Background: an optimization exercise with open tools, aiming at small area, a short achievable clock period and few clock cycles. Do not read the settings as production practice. At most, simulation tests tie the RTL to the original design; equivalence was not proved. Power figures rest on the tool's default switching activity, not on a simulated workload.

== cedar ==
==> flow/design.v (excerpt) <==
module icache_ctrl #(
  parameter int unsigned LINES       = 16,
  parameter int unsigned MEM_LATENCY = 1
) (
  input  logic         clk,
  input  logic         reset,
  input  logic         pc_valid,
  input  logic [31:0]  pc,
  input  logic         flush,
  output logic [31:0]  inst,
  output logic         inst_valid,
  output logic         stall,
  output logic [31:0]  mem_address,
  input  logic [127:0] mem_dataline,
  output logic [31:0]  hit_count,
  output logic [31:0]  miss_count
);
  localparam int unsigned IDX   = $clog2(LINES);
  localparam int unsigned TAG_W = 28 - IDX;
  logic [27:0]        buf_line_q;     
  logic               buf_ok_q;       
  logic               cont_q;         
  logic               first_q;        
  logic               idx_eq_q;       
  logic               tag_miss_q;     
  logic [IDX:0]       carry;          
  logic [6:0]         line_ne;
  logic               buf_hit;
  logic               hit_en;
  logic               stall_en;
  logic               stall_hit;
  logic               served;
  logic               idx_eq;
  logic               next_lo;
  logic               lo_en;
  logic               idx_ne;
  logic               req;
  logic               start;
  logic [31:0]        hit_count_q;
  logic [31:0]        miss_count_q;
  logic               miss_add_q;
  logic [32:0]        hit_carry;
  logic [32:0]        miss_carry;
  logic [31:0]        miss_sum;
  ...
Size: about 1,400 cells after synthesis, about 500 flip-flops.
export LEC_CHECK = 0
export CAP_MARGIN = 20
export CORE_MARGIN = 2
export CORE_UTILIZATION = 40
export SETUP_SLACK_MARGIN = 2.3
export SLEW_MARGIN = 20
export SYNTH_HIERARCHICAL = 1
create_clock -name core_clock -period 6.0 [get_ports {clk}]
standard.sh (not shown) runs the stock make flow with config.mk's settings and CLKGATE_MAP_FILE= SYNTH_SCRIPT=/design/flow/synth_recipe.tcl, a recipe that flattens the netlist after the stock synthesis.
==> flow/flow/run.sh <==
#!/bin/bash
# Own layout flow: the standard synthesis unchanged, then the standard ORFS
# layout with sizing not tied to cell footprints, minimum-size port buffers,
# and a clock tree of smaller buffers without dummy loads.
set -euo pipefail
cd "$(dirname "$0")/.."
bash standard.sh synth > synth.log 2>&1
bash standard.sh \
  MATCH_CELL_FOOTPRINT=0 \
  "BUFFER_PORTS_ARGS=-buffer_cell sky130_fd_sc_hd__buf_1" \
  "CTS_ARGS=-sink_clustering_enable -repair_clock_nets -dont_use_dummy_load -buf_list sky130_fd_sc_hd__clkbuf_16 -sink_clustering_size 26 -sink_clustering_max_diameter 90" \
  finish > layout.log 2>&1
Testbench counts of cedar, summed over its fixed seeds: cycles 37,210.
--- input diff cedar..sierra ---
diff --git a/flow/config.mk b/flow/config.mk
--- a/flow/config.mk
+++ b/flow/config.mk
@@ -11 +11 @@
-export SETUP_SLACK_MARGIN = 2.3
+export SETUP_SLACK_MARGIN = 2.5
[summary]
Sort sierra and cedar by combinational fraction of design power asc -> top: cedar. Non-clock buffer count, sierra and cedar, higher one = sierra. Routed wire in sierra totals more than in cedar. The total leakage power of sierra was inferior to that of cedar. NOTE maximum clock frequency cedar->sierra increased by a few percent. sierra leaves more setup margin than cedar. sierra and cedar ended up with nearly the same power of the sequential group.


== v36 ==
The RTL this note starts from:
==> flow/design.v <==
module icache_ctrl #(
  parameter int unsigned LINES       = 16,
  parameter int unsigned MEM_LATENCY = 1
) (
  input  logic         clk,
  input  logic         reset,
  input  logic         pc_valid,
  input  logic [31:0]  pc,
  input  logic         flush,
  output logic [31:0]  inst,
  output logic         inst_valid,
  output logic         stall,
  output logic [31:0]  mem_address,
  input  logic [127:0] mem_dataline,
  output logic [31:0]  hit_count,
  output logic [31:0]  miss_count
);
  localparam int unsigned IDX   = $clog2(LINES);
  localparam int unsigned TAG_W = 28 - IDX;
  logic [27:0]        buf_line_q;     
  logic               buf_ok_q;       
  logic               cont_q;         
  logic               first_q;        
  logic               idx_eq_q;       
  logic               tag_miss_q;     
  logic [27:0]        carry;          
  logic               buf_hit;
  logic               idx_eq;
  logic               next_lo;
  logic [3:0]         next_hi;
  logic               req;
  logic               start;
  logic [31:0]        hit_count_q;
  logic [31:0]        miss_count_q;
  logic [LINES-1:0]   valid_q;
  logic [TAG_W-1:0]   tag_q [LINES];
  logic [IDX-1:0]     buf_idx;
  logic [TAG_W-1:0]   buf_tag;
  logic [TAG_W-1:0]   slot_tag;
  logic               slot_valid;
  logic               buf_present;
  logic               pc_present;
  logic               new_miss;
  logic               fill;
  assign req     = pc_valid && !flush && !reset;
  assign start   = req && !cont_q;
  assign buf_hit = buf_ok_q && (pc[31:4] == buf_line_q);
  assign inst_valid = req && buf_hit;
  assign stall      = pc_valid && !reset && (flush || !buf_hit);
  icache_ctrl_carry u_carry (.line(buf_line_q), .carry(carry));
  assign idx_eq  = (pc[3+IDX:4] == buf_line_q[IDX-1:0]);
  assign next_lo = buf_ok_q && (pc[3:2] == 2'd3) && idx_eq;
  for (genvar g = 0; g < 4; g++) begin : g_next_hi
    icache_ctrl_all_ones u_next_hi (.en(buf_ok_q), .bits(pc[3+IDX:2]), .all(next_hi[g]));
  end
  always_comb begin
    mem_address[3:0] = 4'b0000;
    for (int i = 0; i < 28; i++)
      mem_address[4+i] = pc[4+i] ^ ((i < IDX) ? (next_lo && carry[i]) : (next_hi[(i-IDX)/6] && carry[i]));
  end
  assign buf_idx     = buf_line_q[IDX-1:0];
  assign buf_tag     = buf_line_q[27:IDX];
  assign slot_tag    = tag_q[buf_idx];
  assign slot_valid  = valid_q[buf_idx];
  assign buf_present = slot_valid && (slot_tag == buf_tag);
  assign pc_present  = slot_valid && (slot_tag == pc[31:4+IDX]);
  assign new_miss = (start && buf_hit && !buf_present) ||
                    (first_q && (idx_eq_q ? tag_miss_q : !buf_present));
  assign fill = inst_valid && !buf_present;
  assign hit_count  = hit_count_q;
  assign miss_count = miss_count_q;
  always_comb begin
    case (pc[3:2])
      2'd0:    inst = mem_dataline[127:96];
      2'd1:    inst = mem_dataline[95:64];
      2'd2:    inst = mem_dataline[63:32];
      default: inst = mem_dataline[31:0];
    endcase
  end
  always_ff @(posedge clk or posedge reset) begin
    if (reset) begin
      buf_ok_q     <= 1'b0;
      cont_q       <= 1'b0;
      first_q      <= 1'b0;
      hit_count_q  <= 32'h0;
      miss_count_q <= 32'h0;
      valid_q      <= '0;
    end else begin
      buf_ok_q <= !flush;
      cont_q   <= req && !buf_hit;
      first_q  <= start && !buf_hit;
      if (inst_valid && hit_count_q != 32'hFFFF_FFFF)
        hit_count_q <= hit_count_q + 32'd1;
      if (new_miss && miss_count_q != 32'hFFFF_FFFF)
        miss_count_q <= miss_count_q + 32'd1;
      if (flush)
        valid_q <= '0;
      else if (fill)
        valid_q[buf_idx] <= 1'b1;
    end
  end
  always_ff @(posedge clk) begin
    buf_line_q <= mem_address[31:4];
    idx_eq_q   <= idx_eq;
    tag_miss_q <= !pc_present;
    if (fill)
      tag_q[buf_idx] <= buf_tag;
  end
endmodule
module icache_ctrl_carry (
  input  logic [27:0] line,
  output logic [27:0] carry
);
  always_comb begin
    carry[0] = 1'b1;
    for (int i = 1; i < 28; i++)
      carry[i] = carry[i-1] && line[i-1];
  end
endmodule
module icache_ctrl_all_ones (
  input  logic       en,
  input  logic [5:0] bits,
  output logic       all
);
  assign all = en && (&bits);
endmodule
Settings: LEC_CHECK=0, CAP_MARGIN=20, CORE_MARGIN=2, CORE_UTILIZATION=40, SETUP_SLACK_MARGIN=2.0, SLEW_MARGIN=20, SYNTH_HIERARCHICAL=1; clock period 6.0 ns.
==> flow/flow/run.sh <==
#!/bin/bash
# Own layout flow: the standard synthesis unchanged, then the standard ORFS
# layout with sizing not tied to cell footprints, minimum-size port buffers,
# and a clock tree of smaller buffers without dummy loads.
set -euo pipefail
cd "$(dirname "$0")/.."
bash standard.sh synth > synth.log 2>&1
bash standard.sh \
  MATCH_CELL_FOOTPRINT=0 \
  "BUFFER_PORTS_ARGS=-buffer_cell sky130_fd_sc_hd__buf_1" \
  "CTS_ARGS=-sink_clustering_enable -repair_clock_nets -dont_use_dummy_load -buf_list sky130_fd_sc_hd__clkbuf_16 -sink_clustering_size 22 -sink_clustering_max_diameter 80" \
  finish > layout.log 2>&1
The final layout from v36, which completed every stage, passed the timing, design-rule and antenna checks at the end of the flow.
## Diff of input files: v34 against v36
==> flow/flow/run.sh <==
#!/bin/bash
# Own layout flow: the standard synthesis unchanged, then the standard ORFS
# layout with sizing not tied to cell footprints and minimum-size port buffers.
set -euo pipefail
cd "$(dirname "$0")/.."
bash standard.sh synth > synth.log 2>&1
bash standard.sh \
  MATCH_CELL_FOOTPRINT=0 \
  "BUFFER_PORTS_ARGS=-buffer_cell sky130_fd_sc_hd__buf_1" \
  finish > layout.log 2>&1
Results
In the tables for v36 and v34, setup slack reads higher with v34.
Diff v36 -> v34 | share of the cycle needed by the critical path after routing | decrease of 0.24 points
Relative to v36, the area growth from synthesis to final layout of v34 is higher by 3.8 points.
Compare v36 and v34 | sequential power share lower: v34
Diff v36 -> v34 | logic gate share of total power | decrease of 2.5 points
v34 against v36: wire length of the first global-routing pass up 0.36%; detailed-route wire length up about 1.2%; total net switching power up 18%; design area up 3.1%; power dissipated in sequential cells flat.
No functional check of the RTL was part of any run of this note.


icache_ctrl, a different RTL version from the one above (not shown whole).
Size: about 1400 cells after synthesis.
==> flow/design.v (excerpt) <==
module icache_ctrl #(
  parameter int unsigned LINES       = 16,
  parameter int unsigned MEM_LATENCY = 1
) (
  input  logic         clk,
  input  logic         reset,
  input  logic         pc_valid,
  input  logic [31:0]  pc,
  input  logic         flush,
  output logic [31:0]  inst,
  output logic         inst_valid,
  output logic         stall,
  output logic [31:0]  mem_address,
  input  logic [127:0] mem_dataline,
  output logic [31:0]  hit_count,
  output logic [31:0]  miss_count
);
Settings: LEC_CHECK=0, CAP_MARGIN=20, CORE_MARGIN=2, CORE_UTILIZATION=65, SETUP_SLACK_MARGIN=2.0, SLEW_MARGIN=20; clock period 6.0 ns.
run.sh (not shown) runs the stock make flow with config.mk's settings and CLKGATE_MAP_FILE= SYNTH_SCRIPT=/design/flow/synth_recipe.tcl, a recipe that flattens the netlist after the stock synthesis.
Stock flow here: none of the scripts above is used.
The starting point produced a layout that fails on max-capacitance violations, max-slew violations.
Testbench counts at the start, summed over its fixed seeds: cycles 36,683.
Rerun with:
==> flow/flow/run.sh (new file) <==
#!/bin/bash
# Own layout flow: the standard synthesis unchanged, then the standard ORFS
# layout with sizing not tied to cell footprints and minimum-size port buffers.
set -euo pipefail
cd "$(dirname "$0")/.."
bash standard.sh synth > synth.log 2>&1
bash standard.sh \
  MATCH_CELL_FOOTPRINT=0 \
  "BUFFER_PORTS_ARGS=-buffer_cell sky130_fd_sc_hd__buf_1" \
  finish > layout.log 2>&1
==> flow/standard.sh (new file) <==
#!/bin/bash
# synth_recipe.tcl (not shown) runs the flow's synth.tcl, then flattens the netlist and writes it again
# the make line also repeats each setting of config.mk as NAME=value (left out here)
make -C /OpenROAD-flow-scripts/flow DESIGN_CONFIG=/design/flow/config.mk WORK_HOME=/design/flow/orfs CLKGATE_MAP_FILE= SYNTH_SCRIPT=/design/flow/synth_recipe.tcl "${@:-finish}"
- CORE_UTILIZATION: 65 -> 40
removed: flow/run.sh
Result: With this change the flow ran to the end with no violations. Non-clock buffer count went up by 13. Combinational power went down by 15%. Synthesized area does not change. Cell area went down by 3.2%.
Rerun with:
==> flow/run.sh (new file) <==
#!/bin/bash
# synth_recipe.tcl (not shown) runs the flow's synth.tcl, then flattens the netlist and writes it again
# the make line also repeats each setting of config.mk as NAME=value (left out here)
make -C /OpenROAD-flow-scripts/flow DESIGN_CONFIG=/design/flow/config.mk WORK_HOME=/design/flow/orfs CLKGATE_MAP_FILE= SYNTH_SCRIPT=/design/flow/synth_recipe.tcl finish
removed: flow/flow/run.sh
removed: flow/standard.sh
The changed run went through all stages and came out clean.
Total power goes up by a few percent.
Maximum frequency goes down slightly.
Wire length grows by a few percent.
Cell count rose slightly.
Non-clock buffer count climbs by 5.
Sequential cell count stays the same.

[separate check: timing with driven ports]
No port has a modelled driver above. Below, the same layouts with a new extraction and two added sets of constraints. Step 1: set_driving_cell puts a clkbuf_16 on clk and a buf_2 on each other input, an assumption about the parent block. Step 2 adds t to the input delays and takes it off the output delays; t is the mean of the earliest and latest rising clock arrival at the registers after step 1. Input paths then give back, and output paths get back, about the clock's delay inside the block. a / b / c = ideal ports / drivers / drivers and shift; a / b = the first two.
run | t, ns | setup WS [ns] | hold slack, ns | latest minus earliest clock arrival (ns) | cell pins on the clock port's net
cedar | 0.623 | 2.346 / 2.260 / 2.260 | 0.489 / 0.489 / 0.489 | 0.097 / 0.097 | 1
sierra | 0.627 | 2.461 / 2.388 / 2.037 | 0.432 / 0.432 / 0.432 | 0.069 / 0.068 | 1
v36 | 0.630 | 1.911 / 1.863 / 1.618 | 0.469 / 0.469 / 0.469 | 0.045 / 0.044 | 1
v34 | 0.644 | 1.926 / 1.876 / 1.684 | 0.434 / 0.434 / 0.434 | 0.026 / 0.026 | 1
the first run of note 3 | 0.627 | 1.364 / 1.064 / 0.437 | 0.484 / 0.484 / 0.484 | 0.044 / 0.044 | 1
the second run of note 3 | 0.657 | 1.762 / 1.676 / 1.019 | 0.482 / 0.482 / 0.482 | 0.053 / 0.054 | 1
the third run of note 3 | 0.659 | 1.697 / 1.633 / 0.974 | 0.485 / 0.485 / 0.485 | 0.060 / 0.060 | 1
For the first run of note 3, which loses most, drivers alone change the setup slack by -0.300 ns; drivers and shift together by -0.927 ns.
